This design comes from an exercise in tuning for small area on the open sky130 flow, not from production work.
The RTL was checked by simulation tests, not by an equivalence proof against the original design.
Power figures rest on the tool's default switching activity, not on a simulated workload.

Setup of old:
==> module battery_boost_power_sequencer_core, before the edit <==
module battery_boost_power_sequencer_core #(
   parameter int SAMPLES_PER_TICK = bbps_pkg::SAMPLES_PER_TICK_DEFAULT
) (
   input  logic                                clock,
   input  logic                                reset,
   input  logic                                req_valid,
   output logic                                req_stall,
   input  logic [41:0]                         req_data,
   output logic                                rsp_valid,
   input  logic                                rsp_stall,
   output logic [15:0]                         rsp_data,
   input  logic                                psel,
   input  logic                                penable,
   input  logic                                pwrite,
   input  logic [bbps_pkg::CSR_ADDR_W-1:0]     paddr,
   input  logic [bbps_pkg::CSR_DATA_W-1:0]     pwdata,
   output logic [bbps_pkg::CSR_DATA_W-1:0]     prdata,
   output logic                                pready
);
   logic                         in_valid_ff;
   logic [9:0]                   in_q_ff;
   logic [3:0]                   in_r_ff;
   logic [bbps_pkg::TIME_W-1:0]  in_now_ff;
   logic                         in_carry_ff;
   logic [bbps_pkg::TIME_W-1:0]  now_in;
   logic                         carry_in;
   logic                         rsp_valid_ff;
   logic [3:0]                   count_ff;
   logic [bbps_pkg::CV_W-1:0]    batt_cv_ff;
   logic                         advance;
   logic                         last_sample;
   logic                         group_done;
   logic                         group_open;
   logic [9:0]                   q_new;
   logic [3:0]                   r_new;
   logic [bbps_pkg::CV_W-1:0]    charge_full_cv;
   logic [bbps_pkg::CV_W-1:0]    low_limit_cv;
   logic [bbps_pkg::CV_W-1:0]    disconnect_cv;
   logic [bbps_pkg::TIME_W-1:0]  stepup_time_ms_n;
   logic [bbps_pkg::TIME_W-1:0]  grace_time_ms;
   logic [bbps_pkg::ADC_W-1:0]   no_supply_code;
   logic [bbps_pkg::CV_W-1:0]    cv_new;
   logic [bbps_pkg::PHASE_W-1:0] phase_code;
   logic                         stepup_on;
   logic                         meter_power_on;
   assign advance     = in_valid_ff && (!rsp_valid_ff || !rsp_stall);
   assign req_stall   = in_valid_ff && !advance;
   assign rsp_valid   = rsp_valid_ff;
   assign last_sample = count_ff == 4'd14;
   assign group_done  = count_ff == 4'd0;
   assign rsp_data    = {group_done, phase_code, 1'b1, stepup_on, meter_power_on, batt_cv_ff};
   assign group_open  = in_valid_ff ? !last_sample : !group_done;
   bbps_acc u_acc (
      .q0         (group_open ? in_q_ff : 10'd0),
      .r0         (group_open ? in_r_ff : 4'd0),
      .adc_sample (req_data[41:32]),
      .q          (q_new),
      .r          (r_new)
   );
   bbps_csr u_csr (
      .clock          (clock),
      .reset          (reset),
      .psel           (psel),
      .penable        (penable),
      .pwrite         (pwrite),
      .paddr          (paddr),
      .pwdata         (pwdata),
      .prdata         (prdata),
      .pready         (pready),
      .charge_full_cv (charge_full_cv),
      .low_limit_cv   (low_limit_cv),
      .disconnect_cv  (disconnect_cv),
      .stepup_time_ms_n (stepup_time_ms_n),
      .grace_time_ms  (grace_time_ms),
      .no_supply_code (no_supply_code)
   );
   bbps_avg u_avg (
      .avg            (in_q_ff),
      .no_supply_code (no_supply_code),
      .cv_new         (cv_new)
   );
   bbps_seq u_seq (
      .clock          (clock),
      .reset          (reset),
      .step           (advance && last_sample),
      .cv             (cv_new),
      .req_now_ms     (req_data[31:0]),
      .now_in         (now_in),
      .carry_in       (carry_in),
      .now_ms         (in_now_ff),
      .carry_ms       (in_carry_ff),
      .charge_full_cv (charge_full_cv),
      .low_limit_cv   (low_limit_cv),
      .disconnect_cv  (disconnect_cv),
      .stepup_time_ms_n (stepup_time_ms_n),
      .phase_code     (phase_code),
      .stepup_on      (stepup_on),
      .meter_power_on (meter_power_on)
   );
   always_ff @(posedge clock) begin
      if (reset) begin
         in_valid_ff  <= 1'b0;
         rsp_valid_ff <= 1'b0;
         count_ff     <= '0;
         batt_cv_ff   <= '0;
      end else begin
         in_valid_ff  <= (req_valid && !req_stall) || req_stall;
         rsp_valid_ff <= advance || (rsp_valid_ff && rsp_stall);
         if (advance) begin
            count_ff <= last_sample ? 4'd0 : count_ff + 4'd1;
            if (last_sample) batt_cv_ff <= cv_new;
         end
      end
      if (req_valid && !req_stall) begin
         in_q_ff     <= q_new;
         in_r_ff     <= r_new;
         in_now_ff   <= now_in;
         in_carry_ff <= carry_in;
      end
   end
endmodule
clock: 12.0 ns
lec_check: 0
abc_area: 1
cap_margin: 20
core_margin: 2
core_utilization: 50
slew_margin: 20
standard.sh (not shown) runs the stock make flow with config.mk's settings and CLKGATE_MAP_FILE= SYNTH_SCRIPT=/design/flow/synth_recipe.tcl, a recipe that flattens the netlist after the stock synthesis.
==> flow/flow/run.sh <==
#!/bin/bash
# Layout flow: the standard synthesis (standard.sh synth, unchanged), then the
# combinational logic between the registers is mapped again by ABC for area (registers,
# full adder cells and tie cells are kept as they are, by name and cell type; full
# adders fed by inverters are first turned around by fapol.py), then
# the rest of the standard layout with buf_1 port buffers and no CTS dummy loads.
set -euo pipefail
HERE=$(pwd)
LIB=$FLOW_HOME/platforms/sky130hd/lib/sky130_fd_sc_hd__tt_025C_1v80.lib
YOSYS=$FLOW_HOME/../tools/install/yosys/bin/yosys
command -v yosys >/dev/null 2>&1 && YOSYS=$(command -v yosys)
RES=$HERE/orfs/results/sky130hd/battery_boost_power_sequencer_core/base

export BUFFER_PORTS_ARGS="-buffer_cell sky130_fd_sc_hd__buf_1"
export CTS_ARGS="-sink_clustering_enable -repair_clock_nets -dont_use_dummy_load -buf_list sky130_fd_sc_hd__clkbuf_8"

bash standard.sh synth > $HERE/flow_synth.log 2>&1

cp $RES/1_2_yosys.v $HERE/standard_1_2_yosys.v
# full adders with inverted inputs become full adders on the true inputs (self-dual)
python3 $HERE/flow/fapol.py $HERE/standard_1_2_yosys.v $HERE/fapol_1_2_yosys.v > $HERE/fapol.log 2>&1
cat > $HERE/resynth.ys <<EOY
read_liberty -ignore_miss_func -ignore_miss_dir $LIB
read_verilog $HERE/fapol_1_2_yosys.v
hierarchy -check -top $FLOW_TOP
blackbox sky130_fd_sc_hd__dfxtp_1 sky130_fd_sc_hd__edfxtp_1 sky130_fd_sc_hd__conb_1 sky130_fd_sc_hd__fa_1
flatten
rename -hide w:*
opt -purge
read_liberty -lib -overwrite $LIB
abc -script $HERE/flow/resynth.abc -liberty $LIB -dont_use sky130_fd_sc_hd__lpflow_bleeder_1 -dont_use sky130_fd_sc_hd__lpflow_clkbufkapwr_1 -dont_use sky130_fd_sc_hd__lpflow_clkbufkapwr_16 -dont_use sky130_fd_sc_hd__lpflow_clkbufkapwr_2 -dont_use sky130_fd_sc_hd__lpflow_clkbufkapwr_4 -dont_use sky130_fd_sc_hd__lpflow_clkbufkapwr_8 -dont_use sky130_fd_sc_hd__lpflow_clkinvkapwr_1 -dont_use sky130_fd_sc_hd__lpflow_clkinvkapwr_16 -dont_use sky130_fd_sc_hd__lpflow_clkinvkapwr_2 -dont_use sky130_fd_sc_hd__lpflow_clkinvkapwr_4 -dont_use sky130_fd_sc_hd__lpflow_clkinvkapwr_8 -dont_use sky130_fd_sc_hd__lpflow_decapkapwr_12 -dont_use sky130_fd_sc_hd__lpflow_decapkapwr_3 -dont_use sky130_fd_sc_hd__lpflow_decapkapwr_4 -dont_use sky130_fd_sc_hd__lpflow_decapkapwr_6 -dont_use sky130_fd_sc_hd__lpflow_decapkapwr_8 -dont_use sky130_fd_sc_hd__lpflow_inputiso0n_1 -dont_use sky130_fd_sc_hd__lpflow_inputiso0p_1 -dont_use sky130_fd_sc_hd__lpflow_inputiso1n_1 -dont_use sky130_fd_sc_hd__lpflow_inputiso1p_1 -dont_use sky130_fd_sc_hd__lpflow_inputisolatch_1 -dont_use sky130_fd_sc_hd__lpflow_isobufsrc_1 -dont_use sky130_fd_sc_hd__lpflow_isobufsrc_16 -dont_use sky130_fd_sc_hd__lpflow_isobufsrc_2 -dont_use sky130_fd_sc_hd__lpflow_isobufsrc_4 -dont_use sky130_fd_sc_hd__lpflow_isobufsrc_8 -dont_use sky130_fd_sc_hd__lpflow_isobufsrckapwr_16 -dont_use sky130_fd_sc_hd__lpflow_lsbuf_lh_hl_isowell_tap_1 -dont_use sky130_fd_sc_hd__lpflow_lsbuf_lh_hl_isowell_tap_2 -dont_use sky130_fd_sc_hd__lpflow_lsbuf_lh_hl_isowell_tap_4 -dont_use sky130_fd_sc_hd__lpflow_lsbuf_lh_isowell_4 -dont_use sky130_fd_sc_hd__lpflow_lsbuf_lh_isowell_tap_1 -dont_use sky130_fd_sc_hd__lpflow_lsbuf_lh_isowell_tap_2 -dont_use sky130_fd_sc_hd__lpflow_lsbuf_lh_isowell_tap_4 -dont_use sky130_fd_sc_hd__probe_p_8 -dont_use sky130_fd_sc_hd__probec_p_8  -D 12000
splitnets
opt_clean -purge
hilomap -singleton -hicell sky130_fd_sc_hd__conb_1 HI -locell sky130_fd_sc_hd__conb_1 LO
insbuf -buf sky130_fd_sc_hd__buf_4 A X
check -assert -mapped
tee -o $HERE/resynth_stat.txt stat -liberty $LIB
write_verilog -noattr -nohex -nodec $HERE/resynth_1_2_yosys.v
EOY
$YOSYS -s $HERE/resynth.ys > $HERE/resynth_yosys.log 2>&1
cp $HERE/resynth_1_2_yosys.v $RES/1_2_yosys.v

bash standard.sh do-1_synth > $HERE/flow_synth_odb.log 2>&1
bash standard.sh finish > $HERE/flow_finish.log 2>&1
Other scripts of this flow, unchanged in this note and not shown: flow/flow/fapol.py, flow/flow/resynth.abc
The flow did not stop early for old: all stages ran, and the layout cleared the timing, design-rule and antenna checks.
Changes in new relative to old:
--- a/flow/design.v
+++ b/flow/design.v
@@ -268,13 +268,11 @@
       if (step && (start_load || state_step == ST_CHARGE)) begin
          stepup_start_n_ff <= start_load ? ~now_ms : '0;
       end
    end
 endmodule
-module battery_boost_power_sequencer_core #(
-   parameter int SAMPLES_PER_TICK = bbps_pkg::SAMPLES_PER_TICK_DEFAULT
-) (
+module battery_boost_power_sequencer_core (
    input  logic                                clock,
    input  logic                                reset,
    input  logic                                req_valid,
    output logic                                req_stall,
    input  logic [41:0]                         req_data,
--- outcome ---
Diff old..new | total power | unchanged
Between old and new, the difference in total area of multi-input combinational cells is negligible.
old -> new: hold violation total from the final report delta 0, exact match
new -> old: largest vdd supply drop flat
As far as clock network area share goes, old and new are indistinguishable; the numbers are identical.
Re area of the mapped netlist: no difference whatsoever between old and new.
Number of global-route vias before repair came out exactly the same in old and new.
Worst endpoint required time essentially unchanged between new and old.
From new to old, global-route usage did not move at all.
Count of max-cap constraint violations of old is on par with new.
Diff new..old | final weighted congestion of routability-driven global placement | unchanged
old and new ended up with nearly the same number of buffers added by the clock tree synthesis step.
Compared old against new; power density relative to cell area within noise.
Status: insertion delay to the later sink of the worst-skew pair parity (new, old)

## afterwards: timing with drivers on the ports
The results above use ideal ports. As a check the final layouts listed here were re-extracted and re-timed, cells and wires unchanged.
Step 1, drivers: a clkbuf_16 drives clock and a buf_2 each remaining input, both assumed.
Step 2 also shifts input and output timing later by t, the mid clock arrival at the registers, as if the neighbouring blocks saw the same clock.
a / b / c = ideal / step 1 / step 2; a / b = the first two.
run | t, ns | setup WS [ns] | worst setup path after step 2 | worst register clock-pin slew, ns | worst slew at a driven data input, ns
old | 0.503 | 2.351 / 2.371 / 1.868 | input to register | 0.11 / 0.11 | 0.06
new | 0.503 | 2.351 / 2.371 / 1.868 | input to register | 0.11 / 0.11 | 0.06
After both steps every run listed still meets setup and hold.
